Context: an optimization exercise on an open-source flow, tuned for small area. The choices shown serve that exercise and are no tape-out recipe. RTL that was checked went through simulation tests only; none was proved equivalent to the original. The clock port is modelled as an ideal driver; clocking choices that lean on that would not hold on a real chip. No activity file was given, so power comes from the tool's default toggle rates.

==> inputs of v17 <==
Design psum_collector, start of the top module:
module psum_collector #(
    parameter int DATA_WIDTH = 16,
    parameter int X_dim      = 5,
    parameter int NUM_ITER   = 5
) (
    input  logic                          clk,
    input  logic                          reset,
    input  logic [X_dim*DATA_WIDTH-1:0]   pe_out_flat,
    input  logic                          compute_done,
    output logic [DATA_WIDTH-1:0]         out_data,
    output logic                          out_valid,
    input  logic                          out_ready,
    output logic                          out_last,
    output logic [$clog2(NUM_ITER+1)-1:0] iter_count,
    output logic                          overflow
);
==> module psum_collector, before the edit <==
module psum_collector #(
    parameter int DATA_WIDTH = 16,
    parameter int X_dim      = 5,
    parameter int NUM_ITER   = 5
) (
    input  logic                          clk,
    input  logic                          reset,
    input  logic [X_dim*DATA_WIDTH-1:0]   pe_out_flat,
    input  logic                          compute_done,
    output logic [DATA_WIDTH-1:0]         out_data,
    output logic                          out_valid,
    input  logic                          out_ready,
    output logic                          out_last,
    output logic [$clog2(NUM_ITER+1)-1:0] iter_count,
    output logic                          overflow
);
    localparam int IW = $clog2(NUM_ITER + 1);
    localparam int CW = (X_dim > 1) ? $clog2(X_dim) : 1;
    localparam int RW = (NUM_ITER > 1) ? $clog2(NUM_ITER) : 1;
    localparam logic [CW-1:0] LAST_COL = CW'(X_dim - 1);
    localparam logic [RW-1:0] LAST_ROW = RW'(NUM_ITER - 1);
    logic [DATA_WIDTH-1:0] pe_out [X_dim];
    for (genvar g = 0; g < X_dim; g++) begin : g_unpack
        assign pe_out[g] = pe_out_flat[g*DATA_WIDTH +: DATA_WIDTH];
    end
    logic                  done_q;
    logic                  cap;
    logic                  valid;
    logic                  ovf;
    logic [2:0]            cnt;
    logic [2:0]            cnt_inc;
    logic [2:0]            col;
    logic [4:0]            sel;
    logic                  take;
    logic                  col_wrap;
    logic                  cnt_wrap;
    logic                  shift;
    logic [DATA_WIDTH-1:0] rows [NUM_ITER][X_dim];
    assign sel[0]   = ~col[0] & ~col[1];
    assign sel[1]   =  col[0] & ~col[1];
    assign sel[2]   =  col[1] & ~col[2];
    assign sel[3]   =  col[0] &  col[2];
    assign sel[4]   = ~col[0] &  col[1];
    assign cap      = compute_done & ~done_q;
    assign take     = valid & out_ready;
    assign col_wrap = sel[4];
    assign cnt_wrap = cnt[2];
    assign shift    = valid ? (out_ready & col_wrap) : cap;
    always_comb begin
        case (cnt)
            3'd0:    cnt_inc = 3'd1;
            3'd1:    cnt_inc = 3'd2;
            3'd2:    cnt_inc = 3'd3;
            3'd3:    cnt_inc = 3'd4;
            default: cnt_inc = 3'd0;
        endcase
    end
    always_ff @(posedge clk) begin
        if (shift) begin
            for (int r = 0; r < NUM_ITER - 1; r++)
                for (int c = 0; c < X_dim; c++) rows[r][c] <= rows[r+1][c];
            for (int c = 0; c < X_dim; c++) rows[NUM_ITER-1][c] <= pe_out[X_dim-1-c];
        end
    end
    always_ff @(posedge clk) begin
        if (!reset) begin
            done_q <= 1'b0;
            valid  <= 1'b0;
            ovf    <= 1'b0;
            cnt    <= '0;
            col    <= '0;
        end else begin
            done_q <= compute_done;
            if (shift) begin
                cnt <= cnt_inc;
                if (cnt_wrap) valid <= ~valid;
            end
            if (take) col <= {col[1] & col[0], col[0], ~(col[2] & col[1])};
            if (valid && cap) ovf <= 1'b1;
        end
    end
    always_comb begin
        out_data = '0;
        for (int c = 0; c < X_dim; c++) out_data |= {DATA_WIDTH{sel[c]}} & rows[0][c];
    end
    assign out_valid  = valid;
    assign out_last   = valid & cnt_wrap & col_wrap;
    assign iter_count = valid ? 3'd5 : cnt;
    assign overflow   = ovf;
endmodule
==> flow/config.mk <==
export PLATFORM = sky130hd
export DESIGN_NAME = psum_collector
export DESIGN_NICKNAME = psum_collector
export VERILOG_FILES = /design/flow/design.v
export SDC_FILE = /design/flow/constraint.sdc
export NUM_CORES = 4
export LEC_CHECK = 0
export CAP_MARGIN = 20
export CORE_MARGIN = 2
export CORE_UTILIZATION = 70
export CTS_BUF_LIST = sky130_fd_sc_hd__clkbuf_4
export SLEW_MARGIN = 20
==> flow/constraint.sdc <==
create_clock -name core_clock -period 5.0 [get_ports {clk}]
set_input_delay 1.0000 -clock core_clock [delete_from_list [all_inputs] [get_ports {clk}]]
set_output_delay 1.0000 -clock core_clock [all_outputs]
set_load 0.01 [all_outputs]
run.sh (not shown) runs the stock make flow with config.mk's settings and CLKGATE_MAP_FILE= SYNTH_SCRIPT=/design/flow/synth_recipe.tcl, a recipe that flattens the netlist after the stock synthesis.
==> v31: changes against v17 <==
--- a/flow/design.v
+++ b/flow/design.v
@@ -31,4 +31,3 @@
     logic [2:0]            cnt_inc;
-    logic [2:0]            col;
-    logic [4:0]            sel;
+    logic [X_dim-1:0]      col;
     logic                  take;
@@ -38,10 +37,5 @@
     logic [DATA_WIDTH-1:0] rows [NUM_ITER][X_dim];
-    assign sel[0]   = ~col[0] & ~col[1];
-    assign sel[1]   =  col[0] & ~col[1];
-    assign sel[2]   =  col[1] & ~col[2];
-    assign sel[3]   =  col[0] &  col[2];
-    assign sel[4]   = ~col[0] &  col[1];
     assign cap      = compute_done & ~done_q;
     assign take     = valid & out_ready;
-    assign col_wrap = sel[4];
+    assign col_wrap = col[X_dim-1];
     assign cnt_wrap = cnt[2];
@@ -70,3 +64,3 @@
             cnt    <= '0;
-            col    <= '0;
+            col    <= X_dim'(1);
         end else begin
@@ -77,3 +71,3 @@
             end
-            if (take) col <= {col[1] & col[0], col[0], ~(col[2] & col[1])};
+            if (take) col <= {col[X_dim-2:0], col[X_dim-1]};
             if (valid && cap) ovf <= 1'b1;
@@ -83,3 +77,3 @@
         out_data = '0;
-        for (int c = 0; c < X_dim; c++) out_data |= {DATA_WIDTH{sel[c]}} & rows[0][c];
+        for (int c = 0; c < X_dim; c++) out_data |= {DATA_WIDTH{col[c]}} & rows[0][c];
     end
==> flow/flow/run.sh (new file) <==
#!/bin/bash
# Standard layout with the smallest port buffers and a two-level inverter clock tree
# (flow/cts_tree.tcl) in place of TritonCTS.
set -euo pipefail
here=$(pwd)
bash standard.sh "BUFFER_PORTS_ARGS=-buffer_cell sky130_fd_sc_hd__buf_1" "PRE_CTS_TCL=$here/flow/cts_tree.tcl" finish > standard.log 2>&1
==> flow/flow/cts_tree.tcl (new file) <==
# Sourced by ORFS's cts.tcl as PRE_CTS_TCL. Builds a two-level inverter clock tree in place of
# TritonCTS: the clock port drives NROOT root inverters, each root drives the leaf inverters of
# its region, and each leaf drives a compact cluster of at most MAX_SINKS flip-flop clock pins.
# Two inversions on every path keep the clock's polarity; every register is two cells deep.
set NROOT 4
set MAX_SINKS 28
set ROOT_CELL sky130_fd_sc_hd__inv_8
set LEAF_CELL sky130_fd_sc_hd__inv_12

set block [ord::get_db_block]
set db [ord::get_db]
set clk_net [$block findNet clk]

set sinks {}
foreach it [$clk_net getITerms] {
  set inst [$it getInst]
  set box [$inst getBBox]
  set x [expr {([$box xMin] + [$box xMax]) / 2}]
  set y [expr {([$box yMin] + [$box yMax]) / 2}]
  lappend sinks [list $x $y $it]
}
puts "cts_tree: [llength $sinks] clock sinks"

# Split a list of {x y ...} items into two halves along the longer side of their bounding box.
proc bisect {items} {
  set xs [lmap i $items {lindex $i 0}]
  set ys [lmap i $items {lindex $i 1}]
  set w [expr {[tcl::mathfunc::max {*}$xs] - [tcl::mathfunc::min {*}$xs]}]
  set h [expr {[tcl::mathfunc::max {*}$ys] - [tcl::mathfunc::min {*}$ys]}]
  set k [expr {$w >= $h ? 0 : 1}]
  set sorted [lsort -integer -index $k $items]
  set half [expr {[llength $sorted] / 2}]
  return [list [lrange $sorted 0 [expr {$half - 1}]] [lrange $sorted $half end]]
}

proc split_to_size {items max} {
  if {[llength $items] <= $max} { return [list $items] }
  lassign [bisect $items] a b
  return [concat [split_to_size $a $max] [split_to_size $b $max]]
}

proc split_to_count {items n} {
  if {$n <= 1} { return [list $items] }
  lassign [bisect $items] a b
  set na [expr {$n / 2}]
  return [concat [split_to_count $a $na] [split_to_count $b [expr {$n - $na}]]]
}

proc centroid {items} {
  set sx 0; set sy 0
  foreach i $items { set sx [expr {$sx + [lindex $i 0]}]; set sy [expr {$sy + [lindex $i 1]}] }
  set n [llength $items]
  return [list [expr {$sx / $n}] [expr {$sy / $n}]]
}

proc add_cell {block master name x y} {
  set inst [odb::dbInst_create $block $master $name]
  set w [$master getWidth]
  set h [$master getHeight]
  $inst setLocation [expr {$x - $w / 2}] [expr {$y - $h / 2}]
  $inst setPlacementStatus PLACED
  return $inst
}

set root_master [$db findMaster $ROOT_CELL]
set leaf_master [$db findMaster $LEAF_CELL]
set nleaf 0
set r 0
foreach region [split_to_count $sinks $NROOT] {
  lassign [centroid $region] rx ry
  set root [add_cell $block $root_master "clktree_root_$r" $rx $ry]
  set root_net [odb::dbNet_create $block "clknet_root_$r"]
  $root_net setSigType CLOCK
  [$root findITerm A] connect $clk_net
  [$root findITerm Y] connect $root_net
  foreach cluster [split_to_size $region $MAX_SINKS] {
    lassign [centroid $cluster] lx ly
    set leaf [add_cell $block $leaf_master "clktree_leaf_$nleaf" $lx $ly]
    set leaf_net [odb::dbNet_create $block "clknet_leaf_$nleaf"]
    $leaf_net setSigType CLOCK
    [$leaf findITerm A] connect $root_net
    [$leaf findITerm Y] connect $leaf_net
    foreach s $cluster {
      set it [lindex $s 2]
      $it disconnect
      $it connect $leaf_net
    }
    incr nleaf
  }
  incr r
}
$clk_net setSigType CLOCK
puts "cts_tree: $r root and $nleaf leaf inverters"
global_connect

set_propagated_clock [all_clocks]

# The tree above replaces TritonCTS; the rest of cts.tcl (legalisation, timing repair) still runs.
rename clock_tree_synthesis tritoncts_clock_tree_synthesis
proc clock_tree_synthesis {args} {
  puts "cts_tree: clock tree already built, skipping clock_tree_synthesis $args"
}
==> flow/standard.sh (new file) <==
#!/bin/bash
# synth_recipe.tcl (not shown) runs the flow's synth.tcl, then flattens the netlist and writes it again
# the make line also repeats each setting of config.mk as NAME=value (left out here)
make -C /OpenROAD-flow-scripts/flow DESIGN_CONFIG=/design/flow/config.mk WORK_HOME=/design/flow/orfs CLKGATE_MAP_FILE= SYNTH_SCRIPT=/design/flow/synth_recipe.tcl "${@:-finish}"
--- a/flow/config.mk
+++ b/flow/config.mk
@@ -9,4 +9,3 @@
 export CORE_MARGIN = 2
-export CORE_UTILIZATION = 70
-export CTS_BUF_LIST = sky130_fd_sc_hd__clkbuf_4
+export CORE_UTILIZATION = 80
 export SLEW_MARGIN = 20
removed: flow/run.sh
==> v37: changes against v17 <==
--- a/flow/design.v
+++ b/flow/design.v
@@ -31,4 +31,3 @@
     logic [2:0]            cnt_inc;
-    logic [2:0]            col;
-    logic [4:0]            sel;
+    logic [X_dim-1:0]      col;
     logic                  take;
@@ -38,10 +37,5 @@
     logic [DATA_WIDTH-1:0] rows [NUM_ITER][X_dim];
-    assign sel[0]   = ~col[0] & ~col[1];
-    assign sel[1]   =  col[0] & ~col[1];
-    assign sel[2]   =  col[1] & ~col[2];
-    assign sel[3]   =  col[0] &  col[2];
-    assign sel[4]   = ~col[0] &  col[1];
     assign cap      = compute_done & ~done_q;
     assign take     = valid & out_ready;
-    assign col_wrap = sel[4];
+    assign col_wrap = col[X_dim-1];
     assign cnt_wrap = cnt[2];
@@ -70,3 +64,3 @@
             cnt    <= '0;
-            col    <= '0;
+            col    <= X_dim'(1);
         end else begin
@@ -77,3 +71,3 @@
             end
-            if (take) col <= {col[1] & col[0], col[0], ~(col[2] & col[1])};
+            if (take) col <= {col[X_dim-2:0], col[X_dim-1]};
             if (valid && cap) ovf <= 1'b1;
@@ -83,3 +77,3 @@
         out_data = '0;
-        for (int c = 0; c < X_dim; c++) out_data |= {DATA_WIDTH{sel[c]}} & rows[0][c];
+        for (int c = 0; c < X_dim; c++) out_data |= {DATA_WIDTH{col[c]}} & rows[0][c];
     end
==> flow/flow/run.sh (new file) <==
#!/bin/bash
# Standard layout with smaller port buffers and a clock tree with fewer, larger clusters.
set -euo pipefail
bash standard.sh "BUFFER_PORTS_ARGS=-buffer_cell sky130_fd_sc_hd__buf_1" "CTS_ARGS=-sink_clustering_enable -repair_clock_nets -buf_list sky130_fd_sc_hd__buf_12 -sink_clustering_size 24 -sink_clustering_max_diameter 80 -sink_buffer_max_cap_derate 1.0" finish > standard.log 2>&1
==> flow/standard.sh (new file) <==
#!/bin/bash
# synth_recipe.tcl (not shown) runs the flow's synth.tcl, then flattens the netlist and writes it again
# the make line also repeats each setting of config.mk as NAME=value (left out here)
make -C /OpenROAD-flow-scripts/flow DESIGN_CONFIG=/design/flow/config.mk WORK_HOME=/design/flow/orfs CLKGATE_MAP_FILE= SYNTH_SCRIPT=/design/flow/synth_recipe.tcl "${@:-finish}"
--- a/flow/config.mk
+++ b/flow/config.mk
@@ -9,4 +9,3 @@
 export CORE_MARGIN = 2
-export CORE_UTILIZATION = 70
-export CTS_BUF_LIST = sky130_fd_sc_hd__clkbuf_4
+export CORE_UTILIZATION = 75
 export SLEW_MARGIN = 20
removed: flow/run.sh
==> comparison table <==
| item | v31 | v37 | v17 |
|---|---|---|---|
| FFs & Latches | - | 411 | 409 |
| GRT Total Usage | - | 24.1% | 19.7% |
| CTS tree | - | yes | yes |
| Congestion Overflow GR | - | 0 | 0 |
| Worst Hold Class | - | reg -> reg | reg -> reg |
| Outcome | aborted with a tool error | complete, no violations | complete, no violations |
| Failing step | clock tree synthesis | - | - |
| Remaining number of nets flagged by the antenna check after routing | - | 0 | 0 |
| Power in sequential cells | - | 4.08 mW | 4.05 mW |
| Total wire length after detailed routing | - | 20800 um | 18600 um |
| PostCTS Resize Cnt | - | 0 | 0 |
| Cell count of the worst reg-to-reg path | - | 3 | 4 |
| Power density over the cells | - | 421 nW/um^2 | 430 nW/um^2 |
| Finished Cell Area | - | 14100 um^2 | 15700 um^2 |
| CORE AREA | - | 16700 um^2 | 18100 um^2 |
| Startpoint type of the worst setup path | - | register | register |
| Placer congestion estimate | 0.751 | 0.757 | 0.745 |
| Cell area after technology mapping | 12900 um^2 | 12900 um^2 | 13100 um^2 |
| Met1 track demand over resource in global routing | - | 32.7% | 26.7% |
| Proportion of synthesized chip area in sequential cells | 95.0% | 95.0% | 93.2% |
| Power consumption | - | 5.94 mW | 6.73 mW |
| Detailed route wirelength on metal2 | - | 11300 um | 9280 um |
| Busiest layer in global routing | - | met2 | met2 |
| Minimum clock period after layout | - | 3.34 ns | 3.99 ns |
| Simple logic cell fraction of the synthesized area | 1.45% | 1.45% | 2.09% |
| Worst ir drop on vdd | - | 0.370 mV | 0.355 mV |
| Fillers | - | 641 | 767 |
| Number of distinct standard cells referenced by the synthesized netlist | 24 | 24 | 28 |
No functional check of the RTL was part of v17.

re-timing with driven ports:
How much do the figures lean on ideal ports? The routed layouts below were timed once more, with nothing changed but the port constraints.
Step 1 sets driving cells, clkbuf_16 on the clock port and buf_2 on the other inputs (assumed; they add their load-dependent delay and slew).
Step 2 adds t to the input delays and takes it off the output delays; t is the mean of the earliest and latest rising clock arrival at the registers after step 1. Input paths then give back, and output paths get back, about the clock's delay inside the block.
a / b / c = ideal / step 1 / step 2; a / b = the first two.
| run | t, ns | setup WS [ns] | worst setup path after step 2 | cell pins on the clock port's net |
|---|---|---|---|---|
| v17 | 0.728 | 1.011 / 0.971 / 1.480 | input to register | 1 |
| v37 | 0.510 | 1.663 / 1.663 / 1.528 | input to register | 1 |
After both steps setup and hold are still met in every run listed. The setup slack of v37, which loses most, moves by 0.000 ns with the drivers and by -0.135 ns with both steps.
